Context: an optimization exercise on an open-source flow, tuned for small area, a short achievable clock period and few clock cycles per item. The choices shown serve that exercise and are no tape-out recipe.
RTL that was checked went through simulation tests only; none was proved equivalent to the original.
Power and IR drop assume default switching activity.

==> v15: inputs <==
==> flow/design.v (excerpt) <==
module cnn_layer_top
(
    input  logic        clk,
    input  logic        reset,
    input  logic [15:0] i_rd_base,
    input  logic [15:0] i_wr_base,
    output logic [15:0] o_rd_addr1,
    output logic [15:0] o_rd_addr2,
    input  logic [7:0]  i_rd_data1,
    input  logic [7:0]  i_rd_data2,
    output logic        o_wr_en,
    output logic [15:0] o_wr_addr,
    output logic [7:0]  o_wr_data,
    output logic        o_done
);
    logic [5:0]  t;
    logic [5:0]  t_next;
    logic [7:0]  w [0:8];
    logic [15:0] sr [0:10];
    logic [7:0]  tap_top [0:2];
    logic [7:0]  tap_m0  [0:2];
    logic [7:0]  tap_m1  [0:2];
    logic [7:0]  tap_bot [0:2];
    logic [6:0]  clamp_a, clamp_b;
    logic [6:0]  low_a, low_b;
    logic        neg_a, neg_b, big_a, big_b;
    logic        c7_a, gh_a, ph_a, p18_a, hz_a;
    logic        c7_b, gh_b, ph_b, p18_b, hz_b;
    logic [1:0]  wr_pipe;
    logic [6:0]  pool_sr [0:3];
    logic [6:0]  pair_max;
    logic [6:0]  pool_out;
  ...
Settings: LEC_CHECK=0, CAP_MARGIN=20, CORE_MARGIN=2, CORE_UTILIZATION=40, CTS_CLUSTER_DIAMETER=120, CTS_CLUSTER_SIZE=20, SLEW_MARGIN=20, SYNTH_HIERARCHICAL=1; clock period 12.0 ns.
standard.sh (not shown) runs the stock make flow with config.mk's settings and CLKGATE_MAP_FILE= SYNTH_SCRIPT=/design/flow/synth_recipe.tcl, a recipe that flattens the netlist after the stock synthesis.
==> flow/flow/run.sh <==
#!/bin/bash
# The standard layout (the standard.sh: standard synthesis, floorplan,
# placement, CTS, routing, all unchanged), with two settings for the tools:
# repair_timing aims for a setup margin of 8.2 ns, so that it also works on
# paths well inside the 12 ns clock, and the port buffers are buf_4 cells.
# The SDC (clock period, I/O delays, loads) is the standard flow's, unchanged.
set -o pipefail
bash standard.sh SETUP_SLACK_MARGIN=8.2 "BUFFER_PORTS_ARGS=-buffer_cell sky130_fd_sc_hd__buf_4" finish > standard_flow.log 2>&1
==> v10: changes against v15 <==
==> flow/flow/run.sh (replaced) <==
#!/bin/bash
# The standard layout (the standard.sh: standard synthesis, floorplan,
# placement, CTS, routing, all unchanged), with two settings for the tools:
# repair_timing aims for a setup margin of 8.4 ns, so that it also works on
# paths well inside the 12 ns clock, and the port buffers are buf_4 cells.
# The SDC (clock period, I/O delays, loads) is the standard flow's, unchanged.
set -o pipefail
bash standard.sh SETUP_SLACK_MARGIN=8.4 "BUFFER_PORTS_ARGS=-buffer_cell sky130_fd_sc_hd__buf_4" finish > standard_flow.log 2>&1
==> comparison table <==
Hold Worst Slack: v10 318 ps; v15 321 ps
Launch instance of the worst min-delay path: v10 sr[3][0]$_DFF_P_; v15 sr[7][9]$_DFF_P_
Reported net switching power: v10 6.08 mW; v15 5.98 mW
Weighted congestion at the end of routability-driven global placement: v10 0.970; v15 0.982
Arrival time at the worst endpoint: v10 4310 ps; v15 4400 ps
Number of antenna cells inserted: v10 3; v15 2
# nets final: v10 5434; v15 5457
Layout Skew: v10 45.5 ps; v15 52.8 ps
Met2 routed wirelength: v10 68.8 mm; v15 68.7 mm
Status: v10 no timing/DRC/antenna violations; v15 no timing/DRC/antenna violations
Drt first pass iters: v10 5; v15 6
Register fraction of the total cell area: v10 0.222; v15 0.226
Data required, critical path: v10 12470 ps; v15 12480 ps
Final std cell area, no fill: v10 54500 sq um; v15 53000 sq um
Tot Pwr: v10 13.4 mW; v15 13.2 mW
FF+latch area: v10 12100 sq um; v15 12000 sq um
Internal Dissipation: v10 7.33 mW; v15 7.17 mW
No functional check of the RTL was part of any run of this note.

========
==> run X <==
cnn_layer_top, a different RTL version from the one above (not shown whole).
==> flow/design.v (excerpt) <==
module cnn_layer_top
(
    input  logic        clk,
    input  logic        reset,
    input  logic [15:0] i_rd_base,
    input  logic [15:0] i_wr_base,
    output logic [15:0] o_rd_addr1,
    output logic [15:0] o_rd_addr2,
    input  logic [7:0]  i_rd_data1,
    input  logic [7:0]  i_rd_data2,
    output logic        o_wr_en,
    output logic [15:0] o_wr_addr,
    output logic [7:0]  o_wr_data,
    output logic        o_done
);
Settings: LEC_CHECK=0, CAP_MARGIN=80, CORE_MARGIN=2, CORE_UTILIZATION=40, SLEW_MARGIN=80, SYNTH_HIERARCHICAL=1; clock period 12.0 ns.
run.sh (not shown) runs the stock make flow with config.mk's settings and CLKGATE_MAP_FILE= SYNTH_SCRIPT=/design/flow/synth_recipe.tcl, a recipe that flattens the netlist after the stock synthesis.
Stock flow here: none of the scripts above is used.
==> inputs of run Z, as changes to run X <==
--- a/flow/config.mk
+++ b/flow/config.mk
@@ -5,8 +5,8 @@
 export SDC_FILE = /design/flow/constraint.sdc
 export NUM_CORES = 4
 export LEC_CHECK = 0
-export CAP_MARGIN = 80
+export CAP_MARGIN = 20
 export CORE_MARGIN = 2
 export CORE_UTILIZATION = 40
-export SLEW_MARGIN = 80
+export SLEW_MARGIN = 20
 export SYNTH_HIERARCHICAL = 1
==> results.yml <==
route:
  wl_per_cell_um: 25.48
  routed_wl_um: 149400
  met3_length_um: 16680
outcome:
  status: "finished clean"
grt:
  grtUsageTotal_pct: 25.69
cts:
  clkLatencyLatePin_ns: 0.67
worst_setup_path:
  critPathArrivalTime_ns: 5.19
power:
  fin_total_pwr_w: 0.01611
  powerSeq_w: 0.00301
final_layout:
  clockBufferCount: 93
  drive_above_1_share_pct: 14.73
# the run above: run X

==> results.yml <==
outcome:
  status: "finished clean"
worst_setup_path:
  critPathArrivalTime_ns: 5.23
power:
  p_int_w: 0.008457
  powerSeq_w: 0.00305
final_layout:
  clockBufferCount: 86
  drive_above_1_share_pct: 4.833
cts:
  clkLatencyLatePin_ns: 0.66
route:
  met3_length_um: 16490
  routed_wl_um: 147200
  wl_per_cell_um: 26.29
worst_hold_path:
  holdPathEnd: "sr[4][0]"
grt:
  grtUsageTotal_pct: 25.41
# the run above: run Z

Function was not checked in any run of this note: the RTL went through the layout flow alone.

========
==> trial 44 <==
Another version of the RTL of cnn_layer_top (not shown whole).
Settings: LEC_CHECK=0, CAP_MARGIN=20, CORE_MARGIN=2, CORE_UTILIZATION=40, CTS_CLUSTER_DIAMETER=120, CTS_CLUSTER_SIZE=20, SLEW_MARGIN=20, SYNTH_HIERARCHICAL=1; clock period 12.0 ns.
standard.sh (not shown) runs the stock make flow with config.mk's settings and CLKGATE_MAP_FILE= SYNTH_SCRIPT=/design/flow/synth_recipe.tcl, a recipe that flattens the netlist after the stock synthesis.
==> flow/flow/run.sh <==
#!/bin/bash
# The standard layout (the standard.sh: standard synthesis, floorplan,
# placement, CTS, routing, all unchanged), with two settings for the tools:
# repair_timing aims for a setup margin of 8.4 ns, so that it also works on
# paths well inside the 12 ns clock, and the port buffers are buf_4 cells.
# The SDC (clock period, I/O delays, loads) is the standard flow's, unchanged.
set -o pipefail
bash standard.sh SETUP_SLACK_MARGIN=8.4 "BUFFER_PORTS_ARGS=-buffer_cell sky130_fd_sc_hd__buf_4" finish > standard_flow.log 2>&1
==> build 60 (differences from trial 44) <==
--- a/flow/design.v
+++ b/flow/design.v
@@ -1461,12 +1461,10 @@
     logic [15:0] sr [0:10];
     logic [7:0]  tap_top [0:2];
     logic [7:0]  tap_m0  [0:2];
     logic [7:0]  tap_m1  [0:2];
     logic [7:0]  tap_bot [0:2];
-    logic [7:0]  tap_b0  [0:2];
-    logic [7:0]  tap_b1  [0:2];
     logic [6:0]  clamp_a, clamp_b;
     logic [6:0]  low_a, low_b;
     logic        neg_a, neg_b, big_a, big_b;
     logic [1:0]  wr_pipe;
     logic [6:0]  pool_sr [0:3];
@@ -1555,30 +1553,16 @@
         begin
             wa_top[j] <= nr0 ? 8'd0 : w[j];
             wb_bot[j] <= nr3 ? 8'd0 : w[6+j];
         end
     end
-    logic [15:0] srb [0:2];
-    logic [7:0]  wb_mid [0:2];
-    logic        clr_b;
-    always_ff @(posedge clk)
-    begin
-        clr_b <= (t_next < 6'd4);
-        for (int j = 0; j < 3; j++)
-        begin
-            srb[j]    <= clr_b ? 16'd0 : sr[4*j];
-            wb_mid[j] <= clr_b ? 8'd0 : w[3+j];
-        end
-    end
     for (genvar j = 0; j < 3; j++)
     begin : g_win
         assign tap_top[j] = sr[4*j+2][15:8];
         assign tap_m0[j]  = sr[4*j+1][7:0];
         assign tap_m1[j]  = sr[4*j+1][15:8];
         assign tap_bot[j] = sr[4*j][7:0];
-        assign tap_b0[j]  = srb[j][7:0];
-        assign tap_b1[j]  = srb[j][15:8];
     end
     conv_pool_unit u_lane_a (
         .clk (clk),
         .w0 (wa_top[2]), .w1 (wa_top[1]), .w2 (wa_top[0]),
         .w3 (w[5]), .w4 (w[4]), .w5 (w[3]),
@@ -1589,14 +1573,14 @@
         .o_low (low_a), .o_neg (neg_a), .o_big (big_a)
     );
     conv_pool_unit u_lane_b (
         .clk (clk),
         .w0 (w[2]), .w1 (w[1]), .w2 (w[0]),
-        .w3 (wb_mid[2]), .w4 (wb_mid[1]), .w5 (wb_mid[0]),
+        .w3 (w[5]), .w4 (w[4]), .w5 (w[3]),
         .w6 (wb_bot[2]), .w7 (wb_bot[1]), .w8 (wb_bot[0]),
-        .x0 (tap_b0[0]),  .x1 (tap_b0[1]),  .x2 (tap_b0[2]),
-        .x3 (tap_b1[0]),  .x4 (tap_b1[1]),  .x5 (tap_b1[2]),
+        .x0 (tap_m0[0]),  .x1 (tap_m0[1]),  .x2 (tap_m0[2]),
+        .x3 (tap_m1[0]),  .x4 (tap_m1[1]),  .x5 (tap_m1[2]),
         .x6 (tap_bot[0]), .x7 (tap_bot[1]), .x8 (tap_bot[2]),
         .o_low (low_b), .o_neg (neg_b), .o_big (big_b)
     );
     always_ff @(posedge clk)
     begin
==> flow/flow/run.sh (replaced) <==
#!/bin/bash
# The standard layout (the standard.sh: standard synthesis, floorplan,
# placement, CTS, routing, all unchanged), with two settings for the tools:
# repair_timing aims for a setup margin of 8.2 ns, so that it also works on
# paths well inside the 12 ns clock, and the port buffers are buf_4 cells.
# The SDC (clock period, I/O delays, loads) is the standard flow's, unchanged.
set -o pipefail
bash standard.sh SETUP_SLACK_MARGIN=8.2 REMOVE_ABC_BUFFERS=1 "BUFFER_PORTS_ARGS=-buffer_cell sky130_fd_sc_hd__buf_4" finish > standard_flow.log 2>&1
==> notes <==
Build 60 went through all stages and came out clean. Trial 44 went through all stages and came out clean. Of trial 44 and build 60, trial 44 has the higher sequential power (gap about 5%, measured against build 60). Of trial 44 and build 60, build 60 has the higher total power (gap about 6%, measured against build 60). Hold slack: trial 44 is better than build 60 (1.5 ps). Of build 60 and trial 44, trial 44 has the higher core utilization (gap 0.99 points).
Testbench counts of trial 44, summed over its fixed seeds: cycles 3,008, layers 64.
Testbench counts of build 60, summed over its fixed seeds: cycles 3,008, layers 64.

port drivers added, routing unchanged:
Ports are ideal in the flow. The routed layouts listed here were re-timed in OpenROAD. Step 1, drivers: a clkbuf_16 drives clk and a buf_2 each remaining input, both assumed. Step 2 times the ports against the registers' clock, not the clock port: input delays grow and output delays shrink by t, the midpoint of the rising clock arrivals with the driver on. a / b / c = ideal ports / drivers / drivers and shift; a / b = the first two.
run	t, ns	setup slack, ns	worst setup path at the end	worst slew at a driven data input, ns	cell pins on the clock port's net
v15	0.700	8.083 / 8.083 / 7.860	input to register	0.09	1
v10	0.674	8.169 / 8.169 / 7.900	input to register	0.14	1
run X	0.726	7.324 / 7.324 / 7.324	register to register	0.19	1
run Z	0.718	7.268 / 7.268 / 7.268	register to register	0.18	1
trial 44	0.682	8.164 / 8.164 / 8.002	input to register	0.16	1
build 60	0.682	8.128 / 8.128 / 7.736	input to register	0.15	1
After both steps setup and hold are still met in every run listed. For build 60, which loses most, drivers alone change the setup slack by 0.000 ns; drivers and shift together by -0.392 ns.
